What follows belongs to an exercise in optimizing a design on an open flow for a short achievable clock period and few clock cycles; a production flow would make more cautious choices.
Function was checked by simulation only, so behaviour that the tests miss may differ from the original.
Power and IR drop assume default switching activity.

$ cat flow/design.v
package riscv_isa_pkg;
  localparam int INSN_W     = 32;
  localparam int REG_ADDR_W = 5;
  typedef enum logic [6:0] {
    OPC_JAL    = 7'b110_1111,
    OPC_JALR   = 7'b110_0111,
    OPC_BRANCH = 7'b110_0011,
    OPC_LOAD   = 7'b000_0011,
    OPC_STORE  = 7'b010_0011,
    OPC_IMM    = 7'b001_0011,
    OPC_ALSU   = 7'b011_0011,
    OPC_SYSTEM = 7'b111_0011
  } opcode_t;
  localparam logic [2:0] F3_ADD = 3'b000;
  localparam logic [2:0] F3_XOR = 3'b100;
  localparam logic [2:0] F3_OR  = 3'b110;
  localparam logic [2:0] F3_AND = 3'b111;
  localparam logic [2:0] F3_BEQ = 3'b000;
  localparam logic [2:0] F3_BNE = 3'b001;
  localparam logic [2:0] F3_BLT = 3'b100;
  localparam logic [2:0] F3_BGE = 3'b101;
  localparam logic [6:0] F7_BASE = 7'b000_0000;
  localparam logic [6:0] F7_ALT  = 7'b010_0000;
  localparam logic [31:0] EBREAK_WORD = 32'h0010_0073;
  typedef enum logic [1:0] {
    IMM_I,
    IMM_S,
    IMM_B,
    IMM_J
  } imm_kind_t;
endpackage
package core_pkg;
  localparam int XLEN     = 32;
  localparam int NUM_REGS = 32;
  localparam logic [XLEN-1:0] RESET_ADDR = '0;
  localparam logic [XLEN-1:0] NOP_WORD = 32'h0000_0013;
  typedef enum logic [3:0] {
    ALU_ADD,
    ALU_SUB,
    ALU_XOR,
    ALU_OR,
    ALU_AND,
    ALU_EQ,
    ALU_NE,
    ALU_LTS,
    ALU_GES
  } alu_op_t;
  typedef struct packed {
    alu_op_t alu_op;
    logic    use_imm;
    logic    is_branch;
    logic    is_jump;
    logic    jump_reg_base;
    logic    mem_read;
    logic    mem_write;
    logic    reg_write;
    logic    mem_to_reg;
    logic    halt;
  } ctrl_t;
  localparam int CTRL_W = 13;   
endpackage
`timescale 1ns/10ps
module g_inv   (input logic a, output logic y);                                  assign y = ~a;                      endmodule
module g_nand2 (input logic a, b, output logic y);                               assign y = ~(a & b);                endmodule
module g_nand3 (input logic a, b, c, output logic y);                            assign y = ~(a & b & c);            endmodule
module g_nand4 (input logic a, b, c, d, output logic y);                         assign y = ~(a & b & c & d);        endmodule
module g_nor2  (input logic a, b, output logic y);                               assign y = ~(a | b);                endmodule
module g_nor3  (input logic a, b, c, output logic y);                            assign y = ~(a | b | c);            endmodule
module g_nor4  (input logic a, b, c, d, output logic y);                         assign y = ~(a | b | c | d);        endmodule
module g_a22oi (input logic a1, a2, b1, b2, output logic y);                     assign y = ~((a1 & a2) | (b1 & b2)); endmodule
module g_xor2  (input logic a, b, output logic y);                               assign y = a ^ b;                   endmodule
module g_xnor2 (input logic a, b, output logic y);                               assign y = ~(a ^ b);                endmodule
module g_a21oi (input logic a1, a2, b1, output logic y);                         assign y = ~((a1 & a2) | b1);       endmodule
module g_o21ai (input logic a1, a2, b1, output logic y);                         assign y = ~((a1 | a2) & b1);       endmodule
module g_nand2b(input logic an, b, output logic y);                              assign y = ~(~an & b);              endmodule
module g_nor2b (input logic a, bn, output logic y);                              assign y = ~(a | ~bn);              endmodule
module g_and2  (input logic a, b, output logic y);                               assign y = a & b;                   endmodule
module g_or2   (input logic a, b, output logic y);                               assign y = a | b;                   endmodule
module g_mux2  (input logic s, a1, a0, output logic y);                          assign y = s ? a1 : a0;             endmodule
module g_o21a  (input logic a1, a2, b1, output logic y);                         assign y = (a1 | a2) & b1;          endmodule
module g_o31a  (input logic a1, a2, a3, b1, output logic y);                     assign y = (a1 | a2 | a3) & b1;     endmodule
module g_and3  (input logic a, b, c, output logic y);                            assign y = a & b & c;               endmodule
module g_and4  (input logic a, b, c, d, output logic y);                         assign y = a & b & c & d;           endmodule
module g_mux2i (input logic s, a1, a0, output logic y);                          assign y = ~(s ? a1 : a0);          endmodule
`timescale 1ns/10ps
module rf_slice #(
  parameter int W = 8
) (
  input  logic [31*W-1:0] regs_i,
  input  logic [4:0]      idx_i,
  output logic [W-1:0]    data_o
);
  logic [4:0] ni;
  for (genvar b = 0; b < 5; b++) begin : g_ni
    g_inv u_i (.a(idx_i[b]), .y(ni[b]));
  end
  logic [7:0] lo_n;
  logic [3:0] hi_n;
  for (genvar j = 0; j < 8; j++) begin : g_lo
    g_nand3 u_n (.a(j[0] ? idx_i[0] : ni[0]), .b(j[1] ? idx_i[1] : ni[1]), .c(j[2] ? idx_i[2] : ni[2]),
                 .y(lo_n[j]));
  end
  for (genvar j = 0; j < 4; j++) begin : g_hi
    g_nand2 u_n (.a(j[0] ? idx_i[3] : ni[3]), .b(j[1] ? idx_i[4] : ni[4]), .y(hi_n[j]));
  end
  logic [31:0] sel;
  assign sel[0] = 1'b0;
  for (genvar k = 1; k < 32; k++) begin : g_sel
    g_nor2 u_s (.a(lo_n[k % 8]), .b(hi_n[k / 8]), .y(sel[k]));
  end
  for (genvar b = 0; b < W; b++) begin : g_bit
    logic [31:0] r;
    assign r[0] = 1'b0;
    for (genvar k = 1; k < 32; k++) begin : g_r
      assign r[k] = regs_i[(k-1)*W + b];
    end
    logic [15:0] t;
    for (genvar p = 0; p < 16; p++) begin : g_t
      g_a22oi u_a (.a1(sel[2*p]), .a2(r[2*p]), .b1(sel[2*p+1]), .b2(r[2*p+1]), .y(t[p]));
    end
    logic [3:0] u;
    for (genvar q = 0; q < 4; q++) begin : g_u
      g_nand4 u_n (.a(t[4*q]), .b(t[4*q+1]), .c(t[4*q+2]), .d(t[4*q+3]), .y(u[q]));
    end
    logic [1:0] v;
    g_nor2  u_v0 (.a(u[0]), .b(u[1]), .y(v[0]));
    g_nor2  u_v1 (.a(u[2]), .b(u[3]), .y(v[1]));
    g_nand2 u_w  (.a(v[0]), .b(v[1]), .y(data_o[b]));
  end
endmodule
`timescale 1ns/10ps
module f_ctl (
  input  logic [31:0] ir_i,
  input  logic [4:0]  x_rd_i,
  input  logic        k_i,
  input  logic        lnk_i,
  input  logic        m_redir_i,
  input  logic        k1_i,
  input  logic        k2_i,
  input  logic        pnz_i,
  input  logic        pn3_i,
  input  logic        p5_i,
  input  logic        lnz_i,
  input  logic        ln3_i,
  output logic        s_hold_o,
  output logic        s_jal_o,
  output logic        s_br_o,
  output logic        s_jr_o,
  output logic        s_inc_o,
  output logic        stall_o,
  output logic        stall_n_o,
  output logic        go_o
);
  logic [31:0] ni;
  for (genvar b = 0; b < 32; b++) begin : g_ni
    g_inv u_i (.a(ir_i[b]), .y(ni[b]));
  end
  logic k_n, lnk_n;
  g_inv u_kn (.a(k_i),   .y(k_n));
  g_inv u_ln (.a(lnk_i), .y(lnk_n));
  logic [4:0] x1, x2;
  for (genvar b = 0; b < 5; b++) begin : g_x
    g_xnor2 u_1 (.a(ir_i[15+b]), .b(x_rd_i[b]), .y(x1[b]));
    g_xnor2 u_2 (.a(ir_i[20+b]), .b(x_rd_i[b]), .y(x2[b]));
  end
  logic e1a_n, e1b_n, e2a_n, e2b_n;
  g_nand3 u_e1a (.a(x1[0]), .b(x1[1]), .c(x1[2]), .y(e1a_n));
  g_nand2 u_e1b (.a(x1[3]), .b(x1[4]), .y(e1b_n));
  g_nand3 u_e2a (.a(x2[0]), .b(x2[1]), .c(x2[2]), .y(e2a_n));
  g_nand2 u_e2b (.a(x2[3]), .b(x2[4]), .y(e2b_n));
  logic jal_a_n, jal_b_n, jr_a_n, jr_b_n, br_a_n, br_b_n, rb_a_n, rb_b_n, x64;
  g_nand4 u_jla (.a(ir_i[6]), .b(ir_i[5]), .c(ir_i[3]), .d(ir_i[2]), .y(jal_a_n));
  g_nand3 u_jlb (.a(ir_i[1]), .b(ir_i[0]), .c(ni[4]), .y(jal_b_n));
  g_nand4 u_jra (.a(ir_i[6]), .b(ir_i[5]), .c(ir_i[2]), .d(ir_i[1]), .y(jr_a_n));
  g_nand3 u_jrb (.a(ir_i[0]), .b(ni[4]), .c(ni[3]), .y(jr_b_n));
  g_nand4 u_bra (.a(ir_i[6]), .b(ir_i[5]), .c(ir_i[1]), .d(ir_i[0]), .y(br_a_n));
  g_nand4 u_brb (.a(ni[4]), .b(ni[3]), .c(ni[2]), .d(ni[13]), .y(br_b_n));
  g_xor2  u_x64 (.a(ir_i[6]), .b(ir_i[4]), .y(x64));
  g_nand4 u_rba (.a(ir_i[5]), .b(ni[3]), .c(ni[2]), .d(ir_i[1]), .y(rb_a_n));
  g_nand2 u_rbb (.a(ir_i[0]), .b(x64), .y(rb_b_n));
  logic is_jal, nj, rb;
  g_nor2 u_isj (.a(jal_a_n), .b(jal_b_n), .y(is_jal));
  g_inv  u_nj  (.a(is_jal), .y(nj));
  g_nor2 u_rb  (.a(rb_a_n), .b(rb_b_n), .y(rb));
  logic e1k, e2k, st_n, st;
  g_nor3  u_e1k (.a(e1a_n), .b(e1b_n), .c(k_n), .y(e1k));
  g_nor3  u_e2k (.a(e2a_n), .b(e2b_n), .c(k_n), .y(e2k));
  g_a22oi u_st  (.a1(e1k), .a2(nj), .b1(e2k), .b2(rb), .y(st_n));
  g_inv   u_sti (.a(st_n), .y(st));
  logic e1l, is_jr, h1_n, h2_n, ones6, z1, z2, p1, p2, near_jr, gojr_n;
  g_nor3  u_e1l (.a(e1a_n), .b(e1b_n), .c(lnk_n), .y(e1l));
  g_nor2  u_isr (.a(jr_a_n), .b(jr_b_n), .y(is_jr));
  g_nand3 u_h1  (.a(ir_i[31]), .b(ir_i[30]), .c(ir_i[29]), .y(h1_n));
  g_nand3 u_h2  (.a(ir_i[28]), .b(ir_i[27]), .c(ir_i[26]), .y(h2_n));
  g_nor2  u_o6  (.a(h1_n), .b(h2_n), .y(ones6));
  g_nor3  u_z1  (.a(ir_i[31]), .b(ir_i[30]), .c(ir_i[29]), .y(z1));
  g_nor3  u_z2  (.a(ir_i[28]), .b(ir_i[27]), .c(ir_i[26]), .y(z2));
  g_nand2 u_p1  (.a(ones6), .b(lnz_i), .y(p1));
  g_nand3 u_p2  (.a(z1), .b(z2), .c(ln3_i), .y(p2));
  g_nand2 u_njr (.a(p1), .b(p2), .y(near_jr));
  g_nand3 u_gjr (.a(e1l), .b(is_jr), .c(near_jr), .y(gojr_n));
  logic b1_n, b2_n, bra, brb, pg_n, pg, gobr_n;
  g_nand4 u_b1  (.a(ir_i[31]), .b(ir_i[30]), .c(ir_i[29]), .d(ir_i[28]), .y(b1_n));
  g_nand3 u_b2  (.a(ir_i[27]), .b(ir_i[26]), .c(ir_i[7]), .y(b2_n));
  g_nor2  u_bo  (.a(br_a_n), .b(br_b_n), .y(bra));
  g_nor2  u_bi  (.a(b1_n), .b(b2_n), .y(brb));
  g_a21oi u_pgn (.a1(ir_i[25]), .a2(p5_i), .b1(pnz_i), .y(pg_n));
  g_inv   u_pg  (.a(pg_n), .y(pg));
  logic bp_n;
  g_nand3 u_gbb (.a(bra), .b(brb), .c(pg), .y(bp_n));
  logic r2z_a, r2z_b, r1z_a, r1z_b, f3bne, f3blt, c1_n, c2_n, nb1, nb2;
  g_nor3  u_r2a (.a(ir_i[24]), .b(ir_i[23]), .c(ir_i[22]), .y(r2z_a));
  g_nor2  u_r2b (.a(ir_i[21]), .b(ir_i[20]), .y(r2z_b));
  g_nor3  u_r1a (.a(ir_i[19]), .b(ir_i[18]), .c(ir_i[17]), .y(r1z_a));
  g_nor2  u_r1b (.a(ir_i[16]), .b(ir_i[15]), .y(r1z_b));
  g_nor3  u_fbn (.a(ir_i[14]), .b(ir_i[13]), .c(ni[12]), .y(f3bne));
  g_nor3  u_fbl (.a(ni[14]), .b(ir_i[13]), .c(ir_i[12]), .y(f3blt));
  g_nand4 u_c1  (.a(r2z_a), .b(r2z_b), .c(f3bne), .d(k1_i), .y(c1_n));
  g_nand4 u_c2  (.a(r1z_a), .b(r1z_b), .c(f3blt), .d(k2_i), .y(c2_n));
  g_nor3  u_nb1 (.a(e1a_n), .b(e1b_n), .c(c1_n), .y(nb1));
  g_nor3  u_nb2 (.a(e2a_n), .b(e2b_n), .c(c2_n), .y(nb2));
  logic [4:0] xs;
  for (genvar b = 0; b < 5; b++) begin : g_xs
    g_xnor2 u_x (.a(ir_i[15+b]), .b(ir_i[20+b]), .y(xs[b]));
  end
  logic sa_n, sb_n, same, l_eq, l_ne;
  g_nand3 u_ssa (.a(xs[0]), .b(xs[1]), .c(xs[2]), .y(sa_n));
  g_nand2 u_ssb (.a(xs[3]), .b(xs[4]), .y(sb_n));
  g_nor2  u_ssm (.a(sa_n), .b(sb_n), .y(same));
  g_xnor2 u_leq (.a(ir_i[14]), .b(ir_i[12]), .y(l_eq));
  g_nor2  u_lne (.a(ir_i[14]), .b(ni[12]), .y(l_ne));
  logic n3130, n2928, n2726, n2511, n1008, o4_n, f1a_n, f1b_n, f0, fp;
  g_nor2  u_n31 (.a(ir_i[31]), .b(ir_i[30]), .y(n3130));
  g_nor2  u_n29 (.a(ir_i[29]), .b(ir_i[28]), .y(n2928));
  g_nor2  u_n27 (.a(ir_i[27]), .b(ir_i[26]), .y(n2726));
  g_nor2  u_n25 (.a(ir_i[25]), .b(ir_i[11]), .y(n2511));
  g_nor2  u_n10 (.a(ir_i[10]), .b(ir_i[8]), .y(n1008));
  g_nand3 u_o4  (.a(n2511), .b(n1008), .c(ir_i[9]), .y(o4_n));
  g_nand3 u_f1a (.a(bra), .b(n3130), .c(n2928), .y(f1a_n));
  g_nand4 u_f1b (.a(n2726), .b(ni[7]), .c(o4_n), .d(pn3_i), .y(f1b_n));
  g_nor2  u_f0  (.a(f1a_n), .b(f1b_n), .y(f0));
  logic lk, fp_n;
  g_mux2  u_lk  (.s(same), .a1(l_eq), .a0(l_ne), .y(lk));
  g_and2  u_fp  (.a(f0), .b(lk), .y(fp));
  g_nand2 u_fpn (.a(f0), .b(lk), .y(fp_n));
  logic bk, bk_n;
  g_nor3  u_bk  (.a(nb1), .b(nb2), .c(bp_n), .y(bk));
  g_inv   u_bkn (.a(bk), .y(bk_n));
  g_nor2  u_gbr (.a(bk), .b(fp), .y(gobr_n));
  logic [3:0] jo_n;
  g_nand4 u_jo0 (.a(ir_i[31]), .b(ir_i[30]), .c(ir_i[29]), .d(ir_i[28]), .y(jo_n[0]));
  g_nand4 u_jo1 (.a(ir_i[27]), .b(ir_i[26]), .c(ir_i[20]), .d(ir_i[19]), .y(jo_n[1]));
  g_nand4 u_jo2 (.a(ir_i[18]), .b(ir_i[17]), .c(ir_i[16]), .d(ir_i[15]), .y(jo_n[2]));
  g_nand3 u_jo3 (.a(ir_i[14]), .b(ir_i[13]), .c(ir_i[12]), .y(jo_n[3]));
  logic [7:0] jp;
  g_nor2  u_jp0 (.a(ir_i[31]), .b(ir_i[30]), .y(jp[0]));
  g_nor2  u_jp1 (.a(ir_i[29]), .b(ir_i[28]), .y(jp[1]));
  g_nor2  u_jp2 (.a(ir_i[27]), .b(ir_i[26]), .y(jp[2]));
  g_nor2  u_jp3 (.a(ir_i[20]), .b(ir_i[19]), .y(jp[3]));
  g_nor2  u_jp4 (.a(ir_i[18]), .b(ir_i[17]), .y(jp[4]));
  g_nor2  u_jp5 (.a(ir_i[16]), .b(ir_i[15]), .y(jp[5]));
  g_nor2  u_jp6 (.a(ir_i[14]), .b(ir_i[13]), .y(jp[6]));
  assign jp[7] = ni[12];
  logic za_n, zb_n;
  g_nand4 u_za  (.a(jp[0]), .b(jp[1]), .c(jp[2]), .d(jp[3]), .y(za_n));
  g_nand4 u_zb  (.a(jp[4]), .b(jp[5]), .c(jp[6]), .d(jp[7]), .y(zb_n));
  logic w4a, w4b, w4_n;
  g_nor2  u_w4a (.a(ir_i[25]), .b(ir_i[24]), .y(w4a));
  g_nor2  u_w4b (.a(ir_i[23]), .b(ir_i[21]), .y(w4b));
  g_nand3 u_w4  (.a(w4a), .b(w4b), .c(ir_i[22]), .y(w4_n));
  logic jo01, jo23, oneok, q2a_n, zok, gojal_n;
  g_nor2  u_q01 (.a(jo_n[0]), .b(jo_n[1]), .y(jo01));
  g_nor2  u_q23 (.a(jo_n[2]), .b(jo_n[3]), .y(jo23));
  g_and3  u_q1  (.a(jo01), .b(jo23), .c(pnz_i), .y(oneok));
  g_nand2 u_z4  (.a(pn3_i), .b(w4_n), .y(q2a_n));
  g_nor3  u_zok (.a(za_n), .b(zb_n), .c(q2a_n), .y(zok));
  g_a22oi u_gjl (.a1(is_jal), .a2(oneok), .b1(is_jal), .b2(zok), .y(gojal_n));
  g_nor2  u_sh  (.a(st_n), .b(m_redir_i), .y(s_hold_o));
  g_nor2  u_sj  (.a(gojal_n), .b(m_redir_i), .y(s_jal_o));
  g_nor3  u_sb  (.a(gobr_n), .b(st), .c(m_redir_i), .y(s_br_o));
  g_nor2  u_sr  (.a(gojr_n), .b(m_redir_i), .y(s_jr_o));
  logic m_n, all1_n, all2_n;
  g_inv   u_mn  (.a(m_redir_i), .y(m_n));
  g_nand3 u_an1 (.a(st_n), .b(gojal_n), .c(gojr_n), .y(all1_n));
  g_nand3 u_an2 (.a(bk_n), .b(fp_n), .c(m_n), .y(all2_n));
  g_nor2  u_si  (.a(all1_n), .b(all2_n), .y(s_inc_o));
  assign stall_o   = st;
  assign stall_n_o = st_n;
  g_nand3 u_go  (.a(gojal_n), .b(gobr_n), .c(gojr_n), .y(go_o));
endmodule
module dec_fields (
  input  logic [31:0] ir_i,
  input  logic [5:0]  pcm_i,
  input  logic        p5_i,
  input  logic [4:0]  x_rd_i,
  input  logic        k1_i,
  input  logic        k2_i,
  output logic        is_jal_o,
  output logic        is_jalr_o,
  output logic        op_rb_o,
  output logic        go_jal_o,
  output logic        go_br_o
);
  logic [6:0] opc;
  logic       s;
  assign opc       = ir_i[6:0];
  assign s         = ir_i[31];
  assign is_jal_o  = (opc == 7'b1101111);
  assign is_jalr_o = (opc == 7'b1100111);
  assign op_rb_o   = (opc == 7'b0110011) || (opc == 7'b1100011);
  assign go_jal_o  = is_jal_o && (ir_i[19:12] == {8{s}}) && (ir_i[20] == s) && (ir_i[30:26] == {5{s}}) &&
                     (s ? (pcm_i != 6'd0) : (pcm_i != 6'h3f)) &&
                     !({s, ir_i[19:12], ir_i[20], ir_i[30:21]} == 20'd2);
  logic same, likely;
  assign same      = (ir_i[19:15] == ir_i[24:20]);
  assign likely    = same ? (ir_i[14] == ir_i[12]) : (!ir_i[14] && ir_i[12]);
  logic exit_n;
  assign exit_n    = !((ir_i[14:12] == 3'b001) && (ir_i[24:20] == 5'd0) && (ir_i[19:15] == x_rd_i) && k1_i) &&
                     !((ir_i[14:12] == 3'b100) && (ir_i[19:15] == 5'd0) && (ir_i[24:20] == x_rd_i) && k2_i);
  assign go_br_o   = (opc == 7'b1100011) && !ir_i[13] &&
                     ((s && ir_i[7] && (ir_i[30:26] == 5'h1f) && ((pcm_i != 6'd0) || (ir_i[25] && p5_i)) && exit_n) ||
                      (!s && !ir_i[7] && (ir_i[30:26] == 5'h00) && (pcm_i != 6'h3f) && likely &&
                       !({ir_i[25], ir_i[11:8]} == 5'b00010)));
endmodule
module c_gojr (
  input  logic [31:0] ir_i,
  input  logic [4:0]  x_rd_i,
  input  logic        lnk_i,
  input  logic [5:0]  lkm_i,
  output logic        go_o
);
  assign go_o = (ir_i[6:0] == 7'b1100111) && lnk_i && (x_rd_i == ir_i[19:15]) &&
                (ir_i[30:26] == {5{ir_i[31]}}) && (ir_i[31] ? (lkm_i != 6'd0) : (lkm_i != 6'h3f));
endmodule
module c_opsel (
  input  logic [4:0] rs_i,
  input  logic       none_i,
  input  logic [4:0] x_rd_i,
  input  logic       w_i,
  input  logic       m_wen_i,
  input  logic [4:0] m_rd_i,
  output logic       res_o,
  output logic       wb_o,
  output logic       reg_o
);
  logic fwd, byp;
  assign fwd   = w_i && (x_rd_i == rs_i);
  assign byp   = m_wen_i && (m_rd_i == rs_i);
  assign res_o = !none_i && fwd;
  assign wb_o  = !none_i && !fwd && byp;
  assign reg_o = !none_i && !fwd && !byp;
endmodule
module x_branch (
  input  logic [31:0] a_i,
  input  logic [31:0] b_i,
  input  logic        dif31_i,
  input  logic        valid_i,
  input  logic        m_redir_i,
  input  logic        br_i,
  input  logic        blt_i,
  input  logic        inv_i,
  input  logic        pred_i,
  input  logic        off4_i,
  input  logic        off8_i,
  input  logic        ebreak_i,
  input  logic        fin_i,
  output logic        live_o,
  output logic [3:0]  sx_n_o,
  output logic        halt_o,
  output logic        sxk_o,
  output logic        e_n_o
);
  logic [31:0] x;
  logic [7:0]  n4;
  logic [3:0]  e8;
  logic        ne;
  for (genvar i = 0; i < 32; i++) begin : g_x
    g_xnor2 u_x (.a(a_i[i]), .b(b_i[i]), .y(x[i]));
  end
  for (genvar i = 0; i < 8; i++) begin : g_n4
    g_nand4 u_n (.a(x[4*i]), .b(x[4*i+1]), .c(x[4*i+2]), .d(x[4*i+3]), .y(n4[i]));
  end
  for (genvar i = 0; i < 4; i++) begin : g_e8
    g_nor2 u_e (.a(n4[2*i]), .b(n4[2*i+1]), .y(e8[i]));
  end
  g_nand4 u_ne (.a(e8[0]), .b(e8[1]), .c(e8[2]), .d(e8[3]), .y(ne));
  logic q, t1, t0, e1, e0, sd, c_eq, c_ltd, c_lts;
  assign live_o = valid_i && !m_redir_i;
  assign q      = live_o && br_i;
  assign t1     = !pred_i && !off4_i;
  assign t0     = pred_i;
  assign e1     = inv_i ? t0 : t1;    
  assign e0     = inv_i ? t1 : t0;    
  assign sd     = a_i[31] != b_i[31];
  assign c_eq   = q && !blt_i;
  assign c_ltd  = q && blt_i && !sd;
  assign c_lts  = q && blt_i && sd && (a_i[31] ? e1 : e0);
  for (genvar k = 0; k < 4; k++) begin : g_sx
    logic u1, u2;
    g_mux2 u_m1 (.s(ne),      .a1(c_eq && e0),  .a0(c_eq && e1),  .y(u1));
    g_mux2 u_m2 (.s(dif31_i), .a1(c_ltd && e1), .a0(c_ltd && e0), .y(u2));
    g_nor3 u_sx (.a(u1), .b(u2), .c(c_lts), .y(sx_n_o[k]));
  end
  logic v1, v2, sx_k;
  g_mux2 u_v1 (.s(ne),      .a1(c_eq && e0),  .a0(c_eq && e1),  .y(v1));
  g_mux2 u_v2 (.s(dif31_i), .a1(c_ltd && e1), .a0(c_ltd && e0), .y(v2));
  g_nor3 u_vk (.a(v1), .b(v2), .c(c_lts), .y(sx_k));
  assign halt_o = live_o && ebreak_i;
  assign sxk_o  = sx_k;
  assign e_n_o  = !(m_redir_i || fin_i || halt_o);
endmodule
module x_enter (
  input  logic sx_n_i,
  input  logic e_n_i,
  input  logic st_n_i,
  input  logic writes_i,
  input  logic is_ld_i,
  input  logic is_lnk_i,
  input  logic is_dm1_i,
  output logic valid_o,
  output logic wen_o,
  output logic ld_o,
  output logic lnk_o,
  output logic dm1_o
);
  g_and3 u_v (.a(sx_n_i), .b(e_n_i), .c(st_n_i), .y(valid_o));
  g_and4 u_w (.a(sx_n_i), .b(e_n_i), .c(st_n_i), .d(writes_i), .y(wen_o));
  g_and4 u_d (.a(sx_n_i), .b(e_n_i), .c(st_n_i), .d(is_ld_i),  .y(ld_o));
  g_and4 u_k (.a(sx_n_i), .b(e_n_i), .c(st_n_i), .d(is_lnk_i), .y(lnk_o));
  g_and4 u_m (.a(sx_n_i), .b(e_n_i), .c(st_n_i), .d(is_dm1_i), .y(dm1_o));
endmodule
module x_count (
  input  logic [11:0] a_i,
  input  logic        dm1_i,
  output logic        k1_o,
  output logic        k2_o
);
  logic [2:0] z;
  g_nor4 u_z0 (.a(a_i[1]), .b(a_i[2]), .c(a_i[3]), .d(a_i[4]), .y(z[0]));
  g_nor4 u_z1 (.a(a_i[5]), .b(a_i[6]), .c(a_i[7]), .d(a_i[8]), .y(z[1]));
  g_nor3 u_z2 (.a(a_i[9]), .b(a_i[10]), .c(a_i[11]), .y(z[2]));
  logic k2_n;
  g_nand4 u_k1 (.a(dm1_i), .b(z[0]), .c(z[1]), .d(z[2]), .y(k2_n));
  g_inv   u_i2 (.a(k2_n), .y(k2_o));
  g_and2  u_i1 (.a(k2_o), .b(a_i[0]), .y(k1_o));
endmodule
module f_decode (
  input  logic [31:0] ir_i,
  output logic        is_addi_o,
  output logic        is_r_o,
  output logic        is_ld_o,
  output logic        is_st_o,
  output logic        is_br_o,
  output logic        is_jal_o,
  output logic        is_jalr_o,
  output logic        is_ebreak_o,
  output logic        op_rb_o,
  output logic        jal_short_o,
  output logic        go_jal_o,
  output logic        go_br_o,
  output logic        writes_o
);
  logic [6:0] opc;
  logic [2:0] f3;
  logic [6:0] f7;
  assign opc = ir_i[6:0];
  assign f3  = ir_i[14:12];
  assign f7  = ir_i[31:25];
  assign is_addi_o   = (opc == 7'b0010011) && (f3 == 3'b000);
  assign is_r_o      = (opc == 7'b0110011) &&
                       (((f7 == 7'b0000000) && (f3 == 3'b000 || f3 == 3'b100 || f3 == 3'b110 || f3 == 3'b111)) ||
                        ((f7 == 7'b0100000) && (f3 == 3'b000)));
  assign is_ld_o     = (opc == 7'b0000011);
  assign is_st_o     = (opc == 7'b0100011);
  assign is_br_o     = (opc == 7'b1100011) && !f3[1];
  assign is_jal_o    = (opc == 7'b1101111);
  assign is_jalr_o   = (opc == 7'b1100111);
  assign is_ebreak_o = (ir_i == 32'h0010_0073);
  assign op_rb_o     = (opc == 7'b0110011) || (opc == 7'b1100011);
  assign jal_short_o = (ir_i[19:12] == {8{ir_i[31]}}) && (ir_i[20] == ir_i[31]);
  assign go_jal_o    = is_jal_o && jal_short_o &&
                       !({ir_i[31], ir_i[19:12], ir_i[20], ir_i[30:21]} == 20'd2);
  assign go_br_o     = is_br_o && ir_i[31];
  assign writes_o    = (is_addi_o | is_r_o | is_ld_o | is_jal_o | is_jalr_o) && (ir_i[11:7] != 5'd0);
endmodule
`timescale 1ns/10ps
module pg_gen #(
  parameter int W = 32
) (
  input  logic [W-1:0] a_i,
  input  logic [W-1:0] b_i,
  output logic [W-1:0] p_o,
  output logic [W-1:0] g_o
);
  assign p_o = a_i ^ b_i;
  assign g_o = a_i & b_i;
endmodule
module ks_tree #(
  parameter int W = 32
) (
  input  logic [W-1:0] p_i,
  input  logic [W-1:0] g_i,
  input  logic         cin_i,
  output logic [W-1:0] c_o
);
  function automatic int ceil_log2(input int v);
    ceil_log2 = 0;
    for (int i = 0; i < 31; i++) begin
      if ((1 << i) < v) ceil_log2 = i + 1;
    end
  endfunction
  localparam int L = ceil_log2(W);
  logic [W-1:0] gg [0:L];
  logic [W-1:0] pp [0:L];
  always_comb begin
    gg[0]    = g_i;
    pp[0]    = p_i;
    gg[0][0] = g_i[0] | (p_i[0] & cin_i);
    for (int l = 0; l < L; l++) begin
      for (int i = 0; i < W; i++) begin
        if (i >= (1 << l)) begin
          gg[l+1][i] = gg[l][i] | (pp[l][i] & gg[l][i - (1 << l)]);
          pp[l+1][i] = pp[l][i] & pp[l][i - (1 << l)];
        end else begin
          gg[l+1][i] = gg[l][i];
          pp[l+1][i] = pp[l][i];
        end
      end
    end
    c_o = gg[L];
  end
endmodule
module ks_add #(
  parameter int W = 32
) (
  input  logic [W-1:0] a_i,
  input  logic [W-1:0] b_i,
  input  logic         cin_i,
  output logic [W-1:0] sum_o,
  output logic         cout_o
);
  logic [W-1:0] p, g, c;
  pg_gen  #(.W(W)) u_pg   (.a_i(a_i), .b_i(b_i), .p_o(p), .g_o(g));
  ks_tree #(.W(W)) u_tree (.p_i(p), .g_i(g), .cin_i(cin_i), .c_o(c));
  assign sum_o  = p ^ {c[W-2:0], cin_i};
  assign cout_o = c[W-1];
endmodule
module inc_dec #(
  parameter int W = 20
) (
  input  logic [W-1:0] v_i,
  output logic [W-1:0] inc_o,
  output logic [W-1:0] dec_o
);
  ks_add #(.W(W)) u_inc (.a_i(v_i), .b_i({W{1'b0}}), .cin_i(1'b1), .sum_o(inc_o), .cout_o());
  ks_add #(.W(W)) u_dec (.a_i(v_i), .b_i({W{1'b1}}), .cin_i(1'b0), .sum_o(dec_o), .cout_o());
endmodule
module mux2w #(
  parameter int W = 32
) (
  input  logic         s_i,
  input  logic [W-1:0] a_i,
  input  logic [W-1:0] b_i,
  output logic [W-1:0] y_o
);
  assign y_o = s_i ? a_i : b_i;
endmodule
module ks_add_g #(
  parameter int W    = 32,
  parameter int CIN  = 0,
  parameter int INVB = 0
) (
  input  logic [W-1:0] a_i,
  input  logic [W-1:0] b_i,
  output logic [W-1:0] sum_o,
  output logic         cout_o
);
  function automatic int ceil_log2(input int v);
    ceil_log2 = 0;
    for (int i = 0; i < 31; i++) begin
      if ((1 << i) < v) ceil_log2 = i + 1;
    end
  endfunction
  localparam int L = ceil_log2(W);
  logic [W-1:0] gg [0:L];
  logic [W-1:0] pp [0:L];
  logic [W-1:0] pn;
  for (genvar i = 0; i < W; i++) begin : g_pg
    if (INVB == 1) begin : g_ib
      g_xor2 u_p (.a(a_i[i]), .b(b_i[i]), .y(pn[i]));
      if (i == 0 && CIN == 1) begin : g_c1
        g_nor2b  u_g (.a(a_i[i]), .bn(b_i[i]), .y(gg[0][i]));
      end else begin : g_c0
        g_nand2b u_g (.an(b_i[i]), .b(a_i[i]), .y(gg[0][i]));
      end
    end else begin : g_b
      g_xnor2 u_p (.a(a_i[i]), .b(b_i[i]), .y(pn[i]));
      if (i == 0 && CIN == 1) begin : g_c1
        g_nor2  u_g (.a(a_i[i]), .b(b_i[i]), .y(gg[0][i]));
      end else begin : g_c0
        g_nand2 u_g (.a(a_i[i]), .b(b_i[i]), .y(gg[0][i]));
      end
    end
    assign pp[0][i] = pn[i];
  end
  for (genvar l = 0; l < L; l++) begin : g_lvl
    localparam int D = 1 << l;
    for (genvar i = 0; i < W; i++) begin : g_b
      if (i >= D) begin : g_op
        if (l % 2 == 0) begin : g_neg_in
          g_o21ai u_g (.a1(pp[l][i]), .a2(gg[l][i-D]), .b1(gg[l][i]), .y(gg[l+1][i]));
          g_nor2  u_p (.a(pp[l][i]), .b(pp[l][i-D]), .y(pp[l+1][i]));
        end else begin : g_pos_in
          g_a21oi u_g (.a1(pp[l][i]), .a2(gg[l][i-D]), .b1(gg[l][i]), .y(gg[l+1][i]));
          g_nand2 u_p (.a(pp[l][i]), .b(pp[l][i-D]), .y(pp[l+1][i]));
        end
      end else begin : g_pass
        g_inv u_g (.a(gg[l][i]), .y(gg[l+1][i]));
        g_inv u_p (.a(pp[l][i]), .y(pp[l+1][i]));
      end
    end
  end
  for (genvar i = 0; i < W; i++) begin : g_s
    if (i == 0) begin : g_s0
      if (CIN == 1) begin : g_1
        assign sum_o[0] = pn[0];
      end else begin : g_0
        g_inv u_s (.a(pn[0]), .y(sum_o[0]));
      end
    end else if (L % 2 == 1) begin : g_pos
      g_xnor2 u_s (.a(pn[i]), .b(gg[L][i-1]), .y(sum_o[i]));
    end else begin : g_neg
      g_xor2 u_s (.a(pn[i]), .b(gg[L][i-1]), .y(sum_o[i]));
    end
  end
  if (L % 2 == 1) begin : g_co_pos
    assign cout_o = gg[L][W-1];
  end else begin : g_co_neg
    g_inv u_co (.a(gg[L][W-1]), .y(cout_o));
  end
endmodule
`timescale 1ns/10ps
module ao_sel #(
  parameter int N = 8,
  parameter int W = 32
) (
  input  logic [N*W-1:0] d_i,
  input  logic [N-1:0]   s_i,
  input  logic [W-1:0]   or_i,
  output logic [W-1:0]   y_o
);
  always_comb begin
    y_o = or_i;
    for (int k = 0; k < N; k++) begin
      y_o = y_o | ({W{s_i[k]}} & d_i[k*W +: W]);
    end
  end
endmodule
module ao6_g #(
  parameter int W = 8
) (
  input  logic [6*W-1:0] d_i,
  input  logic [5:0]     s_i,
  output logic [W-1:0]   y_o
);
  for (genvar b = 0; b < W; b++) begin : g_b
    logic [2:0] t;
    for (genvar p = 0; p < 3; p++) begin : g_p
      g_a22oi u_a (.a1(s_i[2*p]), .a2(d_i[(2*p)*W + b]), .b1(s_i[2*p+1]), .b2(d_i[(2*p+1)*W + b]), .y(t[p]));
    end
    g_nand3 u_n (.a(t[0]), .b(t[1]), .c(t[2]), .y(y_o[b]));
  end
endmodule
module op_slice #(
  parameter int W = 8
) (
  input  logic [W-1:0]   rf_i,
  input  logic           reg_i,
  input  logic [7*W-1:0] res_i,
  input  logic [6:0]     res_s_i,
  input  logic           res_en_i,
  input  logic [W-1:0]   wb_i,
  input  logic           wb_en_i,
  input  logic [W-1:0]   ex_i,
  input  logic           ex_en_i,
  output logic [W-1:0]   y_o
);
  logic [6:0]   s;
  logic [W-1:0] o;
  assign s = {7{res_en_i}} & res_s_i;
  always_comb begin
    o = ({W{wb_en_i}} & wb_i) | ({W{ex_en_i}} & ex_i);
    for (int k = 0; k < 7; k++) o = o | ({W{s[k]}} & res_i[k*W +: W]);
  end
  assign y_o = reg_i ? rf_i : o;
endmodule
`timescale 1ns/10ps
module micro_riscv_top (
  input  logic        clk_i,
  input  logic        reset_i,
  output logic [31:0] instr_addr_o,
  input  logic [31:0] instr_rdata_i,
  output logic [31:0] data_addr_o,
  input  logic [31:0] data_rdata_i,
  output logic [31:0] data_wdata_o,
  output logic        data_re_o,
  output logic        data_we_o,
  output logic        finish_o
);
  logic [31:0] pc_f, pc_o;
  logic        x_valid, x_wen, x_ld, x_st, x_br, x_mjump, x_ebreak, x_lnk;
  logic        x_s_add, x_s_addi, x_s_sub, x_s_xor, x_s_or, x_s_and, x_s_lnk;
  logic        x_dm1;
  logic        x_pred, x_off4, x_off8, x_blt, x_inv, x_fsd;
  logic [4:0]  x_rd;
  logic [31:0] x_a, x_b, x_off, x_link;
  logic [11:0] x_pcl, x_bimm;
  logic [19:0] x_hi_c1, x_hi_c0;
  logic        m_re, m_we, m_ld, m_redir;
  logic [31:1] m_wsel;
  logic [4:0]  m_rd;
  logic        m_wen;
  logic [31:0] m_result, m_addr, m_wdata, m_tgt;
  logic        fin, fin_o;
  logic [31:0] regs [1:31];
  logic [31:0] wb_data;
  assign wb_data = m_ld ? data_rdata_i : m_result;
  logic [31:0] ir;
  assign ir = instr_rdata_i;
  logic [6:0] opc;
  logic [2:0] f3;
  logic [6:0] f7;
  logic [4:0] rd, rs1, rs2;
  assign opc = ir[6:0];
  assign f3  = ir[14:12];
  assign f7  = ir[31:25];
  assign rd  = ir[11:7];
  assign rs1 = ir[19:15];
  assign rs2 = ir[24:20];
  logic is_addi, is_r, is_ld, is_st, is_br, is_jal, is_jalr, is_ebreak, op_rb;
  logic jal_short, dec_gojal, dec_gobr, writes;
  f_decode u_dec (.ir_i(ir), .is_addi_o(is_addi), .is_r_o(is_r), .is_ld_o(is_ld), .is_st_o(is_st),
                  .is_br_o(is_br), .is_jal_o(is_jal), .is_jalr_o(is_jalr), .is_ebreak_o(is_ebreak),
                  .op_rb_o(op_rb), .jal_short_o(jal_short), .go_jal_o(dec_gojal), .go_br_o(dec_gobr),
                  .writes_o(writes));
  logic [31:0] iimm, simm, bimm, jimm;
  assign iimm = {{20{ir[31]}}, ir[31:20]};
  assign simm = {{20{ir[31]}}, ir[31:25], ir[11:7]};
  assign bimm = {{19{ir[31]}}, ir[31], ir[7], ir[30:25], ir[11:8], 1'b0};
  assign jimm = {{11{ir[31]}}, ir[31], ir[19:12], ir[20], ir[30:21], 1'b0};
  logic k1, k2;
  x_count u_cnt (.a_i(x_a[11:0]), .dm1_i(x_dm1), .k1_o(k1), .k2_o(k2));
  logic k_ld, k_lnk, k_w;
  assign k_ld  = x_ld && x_wen;
  assign k_lnk = x_lnk;
  assign k_w   = x_wen && !x_ld;
  logic go_jr, fsd_n, a_res, a_wb, a_reg, b_res, b_wb, b_reg;
  c_gojr  u_gojr  (.ir_i(ir), .x_rd_i(x_rd), .lnk_i(k_lnk), .lkm_i(x_link[11:6]), .go_o(go_jr));
  c_opsel u_asel (.rs_i(rs1), .none_i(is_jal), .x_rd_i(x_rd), .w_i(k_w), .m_wen_i(m_wen), .m_rd_i(m_rd),
                  .res_o(a_res), .wb_o(a_wb), .reg_o(a_reg));
  c_opsel u_bsel (.rs_i(rs2), .none_i(1'b0), .x_rd_i(x_rd), .w_i(k_w), .m_wen_i(m_wen), .m_rd_i(m_rd),
                  .res_o(b_res), .wb_o(b_wb), .reg_o(b_reg));
  assign fsd_n = k_ld && (x_rd == rs2);
  logic [31:0] rf_a, rf_b;
  for (genvar s = 0; s < 4; s++) begin : g_rf
    logic [31*8-1:0] slice;
    always_comb begin
      for (int k = 1; k < 32; k++) slice[(k-1)*8 +: 8] = regs[k][s*8 +: 8];
    end
    rf_slice #(.W(8)) u_a (.regs_i(slice), .idx_i(rs1), .data_o(rf_a[s*8 +: 8]));
    rf_slice #(.W(8)) u_b (.regs_i(slice), .idx_i(rs2), .data_o(rf_b[s*8 +: 8]));
  end
  logic [31:0] pc_inc;
  assign pc_inc = pc_f + 32'd4;
  logic [19:0] pc_hi_p, pc_hi_m;
  inc_dec #(.W(20)) u_pc_hi (.v_i(pc_f[31:12]), .inc_o(pc_hi_p), .dec_o(pc_hi_m));
  logic [11:0] br_lo, jal_lo, jr_lo;
  logic        br_c, jal_c, jr_c;
  ks_add_g #(.W(12), .CIN(0)) u_br_lo  (.a_i(pc_f[11:0]),   .b_i(bimm[11:0]), .sum_o(br_lo),  .cout_o(br_c));
  ks_add_g #(.W(12), .CIN(0)) u_jal_lo (.a_i(pc_f[11:0]),   .b_i(jimm[11:0]), .sum_o(jal_lo), .cout_o(jal_c));
  ks_add_g #(.W(12), .CIN(0)) u_jr_lo  (.a_i(x_link[11:0]), .b_i(iimm[11:0]), .sum_o(jr_lo),  .cout_o(jr_c));
  logic [19:0] pc_hi_c1, pc_hi_c0;
  assign pc_hi_c1 = ir[31] ? pc_f[31:12] : pc_hi_p;
  assign pc_hi_c0 = ir[31] ? pc_hi_m     : pc_f[31:12];
  logic [31:0] t_br, t_jal, t_jr;
  assign t_br  = {pc_f[31:12], br_lo};
  assign t_jal = {pc_f[31:12], jal_lo};
  assign t_jr  = {x_link[31:12], jr_lo[11:1], 1'b0};
  logic go_jal, go_br, jal4;
  logic f_isjal, f_isjalr, f_oprb;
  dec_fields u_df (.ir_i(ir), .pcm_i(pc_f[11:6]), .p5_i(pc_f[5]), .x_rd_i(x_rd), .k1_i(k1), .k2_i(k2), .is_jal_o(f_isjal), .is_jalr_o(f_isjalr),
                   .op_rb_o(f_oprb), .go_jal_o(go_jal), .go_br_o(go_br));
  assign jal4 = ({ir[31], ir[19:12], ir[20], ir[30:21]} == 20'd2);
  logic [31:0] sum, dif, adr, r_xor, r_or, r_and;
  ks_add_g #(.W(32), .CIN(0)) u_add (.a_i(x_a), .b_i(x_b), .sum_o(sum), .cout_o());
  ks_add_g #(.W(32), .CIN(1), .INVB(1)) u_sub (.a_i(x_a), .b_i(x_b), .sum_o(dif), .cout_o());
  ks_add_g #(.W(32), .CIN(0)) u_adr (.a_i(x_a), .b_i(x_off), .sum_o(adr), .cout_o());
  assign r_xor = x_a ^ x_b;
  assign r_or  = x_a | x_b;
  assign r_and = x_a & x_b;
  logic [32*7-1:0] res_d;
  logic [6:0]      res_s;
  assign res_d = {x_link, r_and, r_or, r_xor, dif, adr, sum};
  assign res_s = {x_s_lnk, x_s_and, x_s_or, x_s_xor, x_s_sub, x_s_addi, x_s_add};
  logic [31:0] res;
  ao_sel #(.N(7)) u_res (.d_i(res_d), .s_i(res_s), .or_i(32'd0), .y_o(res));
  logic [31:0] a_n, b_n;
  for (genvar g = 0; g < 4; g++) begin : g_op
    logic [55:0] rd8;
    for (genvar k = 0; k < 7; k++) begin : g_k
      assign rd8[k*8 +: 8] = res_d[k*32 + g*8 +: 8];
    end
    op_slice #(.W(8)) u_a (.rf_i(rf_a[g*8 +: 8]), .reg_i(a_reg), .res_i(rd8), .res_s_i(res_s), .res_en_i(a_res),
                           .wb_i(wb_data[g*8 +: 8]), .wb_en_i(a_wb), .ex_i(pc_f[g*8 +: 8]), .ex_en_i(is_jal),
                           .y_o(a_n[g*8 +: 8]));
    op_slice #(.W(8)) u_b (.rf_i(rf_b[g*8 +: 8]), .reg_i(b_reg), .res_i(rd8), .res_s_i(res_s), .res_en_i(b_res),
                           .wb_i(wb_data[g*8 +: 8]), .wb_en_i(b_wb), .ex_i(8'd0), .ex_en_i(1'b0),
                           .y_o(b_n[g*8 +: 8]));
  end
  logic [11:0] xt_lo;
  logic        xt_c;
  logic [19:0] xt_hi;
  logic [31:0] x_alt;
  ks_add_g #(.W(12), .CIN(0)) u_xt_lo (.a_i(x_pcl), .b_i(x_bimm), .sum_o(xt_lo), .cout_o(xt_c));
  mux2w #(.W(20)) u_xt_hi (.s_i(xt_c), .a_i(x_hi_c1), .b_i(x_hi_c0), .y_o(xt_hi));
  assign x_alt = x_pred ? x_link : {xt_hi, xt_lo};
  logic x_live, x_halt, x_sxk, x_en;
  logic [3:0] sx_n;
  logic [31:0] cmp;
  ks_add_g #(.W(32), .CIN(1), .INVB(1)) u_cmp (.a_i(x_a), .b_i(x_b), .sum_o(cmp), .cout_o());
  x_branch u_xbr (.a_i(x_a), .b_i(x_b), .dif31_i(cmp[31]), .valid_i(x_valid), .m_redir_i(m_redir),
                  .br_i(x_br), .blt_i(x_blt), .inv_i(x_inv), .pred_i(x_pred), .off4_i(x_off4),
                  .off8_i(x_off8), .ebreak_i(x_ebreak), .fin_i(fin),
                  .live_o(x_live), .sx_n_o(sx_n), .halt_o(x_halt), .sxk_o(x_sxk), .e_n_o(x_en));
  logic f_st, f_st_n, f_go, f_sh, f_sj, f_sb, f_sr, f_si;
  logic pnz, pn3, lnz, ln3;
  assign pnz = |pc_f[11:6];
  assign pn3 = !(&pc_f[11:6]);
  assign lnz = |x_link[11:6];
  assign ln3 = !(&x_link[11:6]);
  f_ctl u_fc (.ir_i(ir), .x_rd_i(x_rd), .k_i(k_ld), .lnk_i(k_lnk), .m_redir_i(m_redir), .k1_i(k1), .k2_i(k2),
              .pnz_i(pnz), .pn3_i(pn3), .p5_i(pc_f[5]), .lnz_i(lnz), .ln3_i(ln3),
              .s_hold_o(f_sh), .s_jal_o(f_sj), .s_br_o(f_sb), .s_jr_o(f_sr), .s_inc_o(f_si),
              .stall_o(f_st), .stall_n_o(f_st_n), .go_o(f_go));
  logic xv_n, xw_n, xl_n, xk_n;
  logic xd_n;
  x_enter u_xn (.sx_n_i(x_sxk), .e_n_i(x_en), .st_n_i(f_st_n), .writes_i(writes), .is_ld_i(is_ld),
                .is_lnk_i((is_jal || is_jalr) && (rd != 5'd0)),
                .is_dm1_i(is_addi && (rs1 == rd) && (rd != 5'd0) && (ir[31:20] == 12'hfff)),
                .valid_o(xv_n), .wen_o(xw_n), .ld_o(xl_n), .lnk_o(xk_n), .dm1_o(xd_n));
  logic [31:0] pc_p, pc_n;
  for (genvar g = 0; g < 4; g++) begin : g_pcs
    logic s_hold, s_jal, s_br, s_jr, s_inc, st, st_n, go;
    f_ctl u_pcsel (.ir_i(ir), .x_rd_i(x_rd), .k_i(k_ld), .lnk_i(k_lnk), .m_redir_i(m_redir || reset_i), .k1_i(k1), .k2_i(k2),
                   .pnz_i(pnz), .pn3_i(pn3), .p5_i(pc_f[5]), .lnz_i(lnz), .ln3_i(ln3),
                   .s_hold_o(s_hold), .s_jal_o(s_jal), .s_br_o(s_br), .s_jr_o(s_jr), .s_inc_o(s_inc),
                   .stall_o(st), .stall_n_o(st_n), .go_o(go));
    ao6_g #(.W(8)) u_pc_p (.d_i({pc_f[g*8 +: 8], m_tgt[g*8 +: 8], t_jal[g*8 +: 8], t_br[g*8 +: 8],
                                 t_jr[g*8 +: 8], pc_inc[g*8 +: 8]}),
                           .s_i({s_hold, m_redir, s_jal, s_br, s_jr, s_inc}), .y_o(pc_p[g*8 +: 8]));
  end
  for (genvar g = 0; g < 4; g++) begin : g_pcx
    mux2w #(.W(8)) u_pc_n  (.s_i(sx_n[g]), .a_i(pc_p[g*8 +: 8]),  .b_i(x_alt[g*8 +: 8]), .y_o(pc_n[g*8 +: 8]));
  end
  logic [31:1] wsel_n;
  always_comb begin
    for (int k = 1; k < 32; k++) wsel_n[k] = x_live && x_wen && (x_rd == 5'(k));
  end
  always_ff @(posedge clk_i or posedge reset_i) begin
    if (reset_i) begin
      pc_f    <= 32'd0;
      x_valid <= 1'b0;
      x_wen   <= 1'b0;
      x_ld    <= 1'b0;
      x_lnk   <= 1'b0;
      x_dm1   <= 1'b0;
      m_re    <= 1'b0;
      m_we    <= 1'b0;
      m_wen   <= 1'b0;
      m_wsel  <= '0;
      m_redir <= 1'b0;
      fin     <= 1'b0;
      fin_o   <= 1'b0;
    end else begin
      pc_f <= pc_n;
      x_valid <= xv_n;
      x_wen   <= xw_n;
      x_ld    <= xl_n;
      x_lnk   <= xk_n;
      x_dm1   <= xd_n;
      m_re    <= x_live && x_ld;
      m_we    <= x_live && x_st;
      m_wen   <= x_live && x_wen;
      m_wsel  <= wsel_n;
      m_redir <= x_live && x_mjump;
      fin   <= fin   || x_halt;
      fin_o <= fin_o || x_halt;
    end
  end
  always_ff @(posedge clk_i) begin
    pc_o <= pc_n;
  end
  always_ff @(posedge clk_i) begin
    x_st     <= is_st;
    x_br     <= is_br;
    x_mjump  <= (is_jalr && !go_jr) || (is_jal && !go_jal && !jal4);
    x_ebreak <= is_ebreak;
    x_s_add  <= is_r && (f3 == 3'b000) && !f7[5];
    x_s_addi <= is_addi;
    x_s_sub  <= is_r && (f3 == 3'b000) && f7[5];
    x_s_xor  <= is_r && (f3 == 3'b100);
    x_s_or   <= is_r && (f3 == 3'b110);
    x_s_and  <= is_r && (f3 == 3'b111);
    x_s_lnk  <= is_jal || is_jalr;
    x_pred   <= go_br;
    x_off4   <= (bimm == 32'd4);
    x_off8   <= (bimm == 32'd8);
    x_blt    <= f3[2];
    x_inv    <= f3[0];
    x_rd     <= rd;
    x_fsd    <= fsd_n;
    x_a      <= a_n;
    x_b      <= b_n;
    x_off    <= is_st ? simm : (is_jal ? jimm : iimm);
    x_link   <= pc_inc;
    x_pcl    <= pc_f[11:0];
    x_bimm   <= bimm[11:0];
    x_hi_c1  <= pc_hi_c1;
    x_hi_c0  <= pc_hi_c0;
    m_ld     <= x_ld;
    m_rd     <= x_rd;
    m_result <= res;
    m_addr   <= adr;
    m_wdata  <= x_fsd ? data_rdata_i : x_b;
    m_tgt    <= x_mjump ? {adr[31:1], 1'b0} : x_alt;
  end
  always_ff @(posedge clk_i or posedge reset_i) begin
    if (reset_i) begin
      for (int i = 1; i < 32; i++) regs[i] <= 32'd0;
    end else begin
      for (int i = 1; i < 32; i++) begin
        if (m_wsel[i]) regs[i] <= wb_data;
      end
    end
  end
  assign instr_addr_o = pc_o;
  assign data_addr_o  = m_addr;
  assign data_wdata_o = m_wdata;
  assign data_re_o    = m_re;
  assign data_we_o    = m_we;
  assign finish_o     = fin_o;
endmodule
$ cat flow/run.sh
#!/bin/bash
# synth_recipe.tcl (not shown) runs the flow's synth.tcl, then flattens the netlist and writes it again
# the make line also repeats each setting of config.mk as NAME=value (left out here)
make -C /OpenROAD-flow-scripts/flow DESIGN_CONFIG=/design/flow/config.mk WORK_HOME=/design/flow/orfs CLKGATE_MAP_FILE= SYNTH_SCRIPT=/design/flow/synth_recipe.tcl finish
$ cat flow/config.mk
export PLATFORM = sky130hd
export DESIGN_NAME = micro_riscv_top
export DESIGN_NICKNAME = micro_riscv_top
export VERILOG_FILES = /design/flow/design.v
export SDC_FILE = /design/flow/constraint.sdc
export NUM_CORES = 8
export LEC_CHECK = 0
export CAP_MARGIN = 20
export CELL_PAD_IN_SITES_DETAIL_PLACEMENT = 1
export CELL_PAD_IN_SITES_GLOBAL_PLACEMENT = 2
export CORE_MARGIN = 2
export CORE_UTILIZATION = 25
export SETUP_SLACK_MARGIN = 5
export SLEW_MARGIN = 20
export SYNTH_HIERARCHICAL = 1
$ cat flow/constraint.sdc
create_clock -name core_clock -period 8.0 [get_ports {clk_i}]
set_input_delay 1.6000 -clock core_clock [delete_from_list [all_inputs] [get_ports {clk_i}]]
set_output_delay 1.6000 -clock core_clock [all_outputs]
set_load 0.01 [all_outputs]
==> results by group <==
Place
  – Routability congestion estimate from global placement: 0.918
  – HPWL reported at the end of detailed placement: 304000 um
  – Placed insts: 14500
  – Worst Setup Slack post-DPL: 2.81 ns
  – Number of buffers inserted by port buffering: 164

Route
  – Routed length on met1: 193000 um
  – Antenna violation net count after detailed routing: 0
  – Met2 WL: 205000 um
  – Number of DRC violations after detailed-routing iteration 0: 6061
  – Wire per inst: 29.4 um
  – Uppermost routed layer: met5
  – Vias: 81200
  – Detailed Routing Iterations Pass 1: 7
  – Metal3 WL: 22100 um
  – Number of remaining DRC errors: 0
  – Average via count per standard cell: 5.40
  – Overall routed net length: 442000 um

Timing
  – Worst hold slack after final layout: 0.425 ns
  – Count of endpoints failing setup in the final report: 0
  – Max-slew violation count: 0
  – Setup Skew: 0.0725 ns
  – Unrepaired setup endpoints after global routing: yes
  – Maximum clock frequency: 0.323 GHz
  – Final critical delay including setup and external delays: 3.10 ns
  – Worst Tran Pin Value: 1.11 ns
  – Period Utilization, post-route: 38.7%
  – Setup slack after layout: 4.90 ns
  – Max-slew headroom at the worst pin: 25.7%
  – Final hold violations: 0

Critical path
  – Number of cells on the worst reg-to-reg path: 13
  – Maximum single-stage delay on the critical path: 0.34 ns
  – Reg-to-reg critical path startpoint: x_b[2]
  – Cell mode on critical path: sky130_fd_sc_hd__buf_12
  – Worst endpoint data arrival time: 3.87 ns
  – Kind of critical path: in2reg
  – Worst path slowest cell: sky130_fd_sc_hd__nand3_1
  – Data required time at the worst endpoint: 8.77 ns
  – Worst reg2reg path endpoint: pc_f[25]
  – Cell chain of the critical path: buf_16, buf_12, buf_12, inv_1, nand3_1, nor2_4, a22oi_2, nand4_1, nor2_2, nand2_1, nor2b_1, a21oi_1
  – Crit path max fanout: 8
  – Critical path launch point type: input port
  – Register-to-register setup slack: 4.91 ns
  – Crit. End Element: register

Power and ir drop
  – Net switching power: 7.80 mW
  – Maximum VDD drop: 0.210 mV
  – Switching portion of total power: 34.8%
  – Clock group share of total power: 39.6%
  – Int Pwr: 14.6 mW
  – Portion of total power attributed to sequential cells: 35.4%
  – Static leakage power: 39.8 nW
  – Comb power frac: 25.0%
  – Power per cell area: 203 nW/um2

Layout
  – Layout net count: 10400
  – Layout overhead on the synthesized area: 25.4%
  – Share of final-layout standard cells stronger than drive strength 1: 31.8%
  – Commonest cells after routing, fill and taps aside: 1493 x sky130_fd_sc_hd__nor2_1, 1129 x sky130_fd_sc_hd__a22oi_2, 1110 x sky130_fd_sc_hd__a21oi_1
  – Leading cell type in the layout, fill and taps excluded: sky130_fd_sc_hd__nor2_1
  – Combined area of the multi-input logic cells: 55700 um2
  – Number of cells in the finished layout apart from fillers: 15000
  – Number of inserted filler cells in the final layout: 40000
  – FF+latch area: 34100 um2

Min path
  – Hold Path Class: reg2reg
  – Hold Crit Depth: 0
  – Hold path startpoint: x_ld
  – Worst Hold End: m_ld

Clock network
  – CTS Root Buffer Type: sky130_fd_sc_hd__clkbuf_16
  – CTS buffer count: 178
  – Buffers from clock root to sink, at most: 4
  – CTS HTree Levels: 4
  – Clock Pin Slew Worst Setup and Hold Paths: 0.06 ns
  – TritonCTS clock tree: done
  – Total clock sinks: 1420
  – Clock Latency Late Sink: 0.92 ns

Floorplan
  – Horizontal extent of the die: 598 um
  – Floorplan die height: 598 um
  – Initial Utilization: 25.1%
  – Num ports: 165
  – Site Rows: 218
  – Die outline area: 358000 um2
  – Core box area: 352000 um2

GRT
  – Antenna violations before repair: 20
  – Residual overflow from global routing: 0
  – Wire length of the first global-routing pass: 621000 um
  – Largest net degree at the start of global routing: 155
  – Vias in the first global route: 83700
  – Global-route total usage across every layer: 23.6%

Yosys
  – Synth Warn #: 25
  – Mean area per synthesized cell: 9.13 um2
  – Post-Syn Instances: 9656
  – Post-Synthesis Cell Area: 88200 um2

Run
  – # Max-Cap Violations: 0

Status
  – Run status: no timing/DRC/antenna violations
flip-flops by register name, summed over array words and instances, names as in the netlist, 32 cells and up:
| signal | flops |
|---|---|
| x_a | 32 |
| m_wdata | 32 |
| pc_o | 32 |
| x_b | 32 |
| m_addr | 32 |
| regs | 992 |
| m_tgt | 32 |
| m_result | 32 |
| pc_f | 32 |
metrics by stage:
stage | utilization (%) | area (um2) | power, mW | TNS, ns
final | 31.4 | 111000 | 22.4 | 0
after global routing | 31.4 | 111000 | 23.3 | 0
after CTS | 30.4 | 107000 | 22.2 | 0
after detailed placement | 27.6 | 97000 | 13.0 | 0
after global placement | 27.5 | 96800 | 12.9 | 0
after floorplan | - | 89200 | 10.7 | -8849.30
worst max-delay path, delay by kind of cell:
kind | cells | cell delay, ns
simple gates | 6 | 1.40
buf+inv | 4 | 0.58
compound gates | 2 | 0.27
worst max path at each step:
stage                            startpoint  cells past startpoint  slack, ns  endpoint
final                     instr_rdata_i[21]                     12       4.90   x_b[23]
after global routing                x_a[19]                     11       4.86   x_b[21]
after CTS                             fin_o                      1       4.88  finish_o
after detailed placement   instr_rdata_i[6]                      8       2.81   x_a[12]
after global placement     instr_rdata_i[6]                      8       2.87    x_a[2]
after floorplan                     reset_i                      1      -8.30       fin
final cells by class:
cell class | count | area share [%]
inverter | 423 | 1.46
antenna | 15 | 0.0340
tap | 4620 | 5.23
clock buffer | 243 | 4.62
timing repair buffer | 615 | 6.32
multi-input combinational | 7606 | 50.4
clock inverter | 86 | 1.10
sequential | 1420 | 30.9
what timing repair did:
action,4_1_cts,5_1_grt
gates cloned,28,15
gates resized for setup,1201,465
pin swaps,50,93
hold buffers,0,0
setup endpoints to repair,492,180
setup buffers,55,106
per-layer routing:
layer  vias to the layer above  track usage [%]
met1                     42100             31.2
met5                         -                0
met3                       705             2.85
met4                         2             9.54
li1                      36100                -
met2                      2231             39.0
power by group through the flow:
| stage | sequential, mW | combinational [mW] | clock (mW) |
|---|---|---|---|
| final | 7.95 | 5.61 | 8.88 |
| after global routing | 7.99 | 5.91 | 9.36 |
| after global placement | 8.05 | 4.82 | 0 |
| after detailed placement | 8.07 | 4.89 | 0 |
| after floorplan | 7.98 | 2.67 | 0 |
| after CTS | 7.96 | 5.15 | 9.08 |
Testbench counts, summed over its fixed seeds: cycles 66,291.

==> port drivers added, routing unchanged <==
The flow's constraints put no driver on any port. The routed layout listed below was extracted and timed again, unchanged, in two steps. Step 1 assumes that a clkbuf_16 drives the clock port and a buf_2 every other input. Step 2 times the ports against the registers' clock, not the clock port: input delays grow and output delays shrink by t, the midpoint of the rising clock arrivals with the driver on. Three values: ideal, step 1, step 2; two values: the first two.
shift t [ns]: 0.991
setup WS [ns]: 4.904 / 4.626 / 3.635
latest minus earliest clock arrival (ns): 0.073 / 0.074
After both steps setup and hold are still met in this run. For this run, drivers alone change the setup slack by -0.278 ns; drivers and shift together by -1.269 ns.
